Background: an optimization exercise with open tools, aiming at small area and a short achievable clock period. Do not read the settings as production practice. RTL that was checked went through simulation tests only; none was proved equivalent to the original.

== raven ==
==> flow/design.v (excerpt) <==
module inst_rom_resp #(
  parameter int          DEPTH     = 64,
  parameter logic [31:0] NOP_INSTR = 32'h0000_0013
) (
  input  logic        clk_i_ROM,
  input  logic        reset_i_ROM,
  input  logic        chip_enable_i_ROM,
  input  logic [31:0] pc_addr_i_ROM,
  input  logic        load_en_i_ROM,
  input  logic [31:0] load_addr_i_ROM,
  input  logic [31:0] load_data_i_ROM,
  output logic [31:0] inst_o_ROM,
  output logic        inst_valid_o_ROM,
  output logic        addr_fault_o_ROM,
  output logic        load_err_o_ROM,
  output logic [15:0] fetch_cnt_o_ROM,
  output logic [1:0]  state_o_ROM
);
Size in the first run: roughly 6,400 cells after synthesis, about 2,200 flip-flops, ~150 I/O pins, ~0.075 sq mm of cells after synthesis.
clock: 3.3 ns
lec_check: 0
cap_margin: 20
core_margin: 2
core_utilization: 40
cts_cluster_diameter: 80
cts_cluster_size: 24
setup_slack_margin: 0.9
slew_margin: 20
synth_hierarchical: 1
synth_minimum_keep_size: 0
standard.sh (not shown) runs the stock make flow with config.mk's settings and CLKGATE_MAP_FILE= SYNTH_SCRIPT=/design/flow/synth_recipe.tcl, a recipe that flattens the netlist after the stock synthesis.
==> flow/flow/run.sh <==
#!/bin/bash
# The standard layout, with two changes: ports get buf_2 buffers instead of the
# smallest (slow delay) buffer, and timing repair may swap a cell for one of
# another footprint. Each step's full output goes to a log file here.
set -euo pipefail
bash standard.sh synth > synth.log 2>&1
bash standard.sh finish MATCH_CELL_FOOTPRINT=0 \
  "BUFFER_PORTS_ARGS=-buffer_cell sky130_fd_sc_hd__buf_2" > layout.log 2>&1
raven: full flow OK, the timing, DRC and antenna checks passed
diff inputs: raven => indigo
- swapping 0.9 for 1.1 in SETUP_SLACK_MARGIN
==> comparison <==
Across raven and indigo, the outcome is the same: a clean finish for every run.
Going from raven to indigo, detailed-routing wirelength on met1 grew slightly.
Arrival time reported for the critical path endpoint in indigo is 0.18 ns lower than in raven
Comparing global-route usage for raven and indigo, the bigger number came from indigo.
The run showing the greater layout overhead on the synthesized area is raven.
Taking raven as the reference point, the area occupied by multi-input gates of indigo rises by about 1%.
Taking raven as the reference, in indigo maximum clock rate has increased, delay of the slowest cell on the worst path has increased, number of cells in the design after placement has remained practically unchanged, wire length reported by the detailed router has increased.
Diff raven and indigo: share of the final layout cell area in multi-input gates lower in raven
Of raven and indigo, the lower routed length per placed instance belongs to raven.
Here is what was changed in the inputs of yarrow compared with indigo.
- SETUP_SLACK_MARGIN now 1.25, was 1.1
Notes after the runs:
- Minimum setup slack after placement: yarrow vs indigo down 0.37 ns
- yarrow vs indigo, endpoint of the worst setup timing path: inst_o_ROM[6] vs inst_o_ROM[10]
- Clock transition at the registers of the reported paths delta (indigo -> yarrow): insignificant
- yarrow vs indigo: met3 wire length down by more than 10%
- Diff indigo -> yarrow | number of non-clock buffers | increase of 255
- The placer's final routability congestion estimate of yarrow exceeds that of indigo by 2.2%.
- In the tables for yarrow and indigo, utilization reads higher with yarrow.
- yarrow vs indigo, most congested layer reported by global routing: met2 vs met1
- Against indigo, yarrow comes in 0.07 ns lower on data arrival time at the worst-slack endpoint.
No functional check of the RTL was part of any run of this note.

========
Another version of the RTL of inst_rom_resp (not shown whole).
For scale: about 6400 cells after synthesis, ~2200 flip-flops, about 150 I/O pins.
Settings: LEC_CHECK=0, CAP_MARGIN=20, CORE_MARGIN=2, CORE_UTILIZATION=40, CTS_CLUSTER_DIAMETER=100, CTS_CLUSTER_SIZE=30, PLACE_DENSITY=0.7, SETUP_SLACK_MARGIN=1.1, SLEW_MARGIN=20, SYNTH_HIERARCHICAL=1, SYNTH_MINIMUM_KEEP_SIZE=0; clock period 3.3 ns.
==> flow/flow/run.sh <==
#!/bin/bash
# The standard layout, with two changes: ports get buf_4 buffers instead of the
# smallest (slow delay) buffer, and timing repair may swap a cell for one of
# another footprint. Each step's full output goes to a log file here.
set -euo pipefail
bash standard.sh synth > synth.log 2>&1
bash standard.sh finish MATCH_CELL_FOOTPRINT=0 \
  "BUFFER_PORTS_ARGS=-buffer_cell sky130_fd_sc_hd__buf_4" > layout.log 2>&1
The baseline completed with no timing, DRC or antenna violations.
Change:
PLACE_DENSITY = not set   (was 0.7)
Effect: The new run ran to the end with no violations; final area grows by 0.62%; count of clock-buffer cells in the layout rose by 8; maximum frequency climbs by 3.6%; via count decreases by 1.5%; register-to-register slack improved by 0.09 ns.

-- separate check: timing with driven ports --
How much do the figures lean on ideal ports? The routed layouts below were timed once more, with nothing changed but the port constraints.
Step 1: set_driving_cell puts a clkbuf_16 on clk_i_ROM and a buf_2 on each other input, an assumption about the parent block.
Step 2 adds t to the input delays and takes it off the output delays; t is the mean of the earliest and latest rising clock arrival at the registers after step 1. Input paths then give back, and output paths get back, about the clock's delay inside the block.
Slacks: ideal ports / drivers / drivers and shift; pairs: ideal ports / drivers.
run	t, ns	setup WS [ns]	hold slack, ns	clock arrival spread, ns	slew at the worst register clock pin (ns)	worst data-port slew with drivers (ns)
raven	0.883	0.782 / 0.827 / -0.056	0.048 / 0.051 / 0.477	0.059 / 0.059	0.10 / 0.10	0.18
indigo	0.871	0.973 / 1.011 / 0.149	0.095 / 0.035 / 0.479	0.057 / 0.057	0.10 / 0.10	0.14
yarrow	0.857	0.988 / 0.993 / 0.137	0.118 / 0.069 / 0.478	0.046 / 0.045	0.10 / 0.10	0.14
the first run of note 2	0.836	0.923 / 0.880 / 0.045	0.036 / -0.028 / 0.481	0.053 / 0.053	0.12 / 0.12	0.21
the second run of note 2	0.824	1.006 / 1.016 / 0.249	0.045 / -0.015 / 0.484	0.057 / 0.057	0.12 / 0.12	0.04
With both steps, setup timing fails in raven, where it was met with ideal ports. The setup slack of the first run of note 2, which loses most, moves by -0.043 ns with the drivers and by -0.878 ns with both steps.
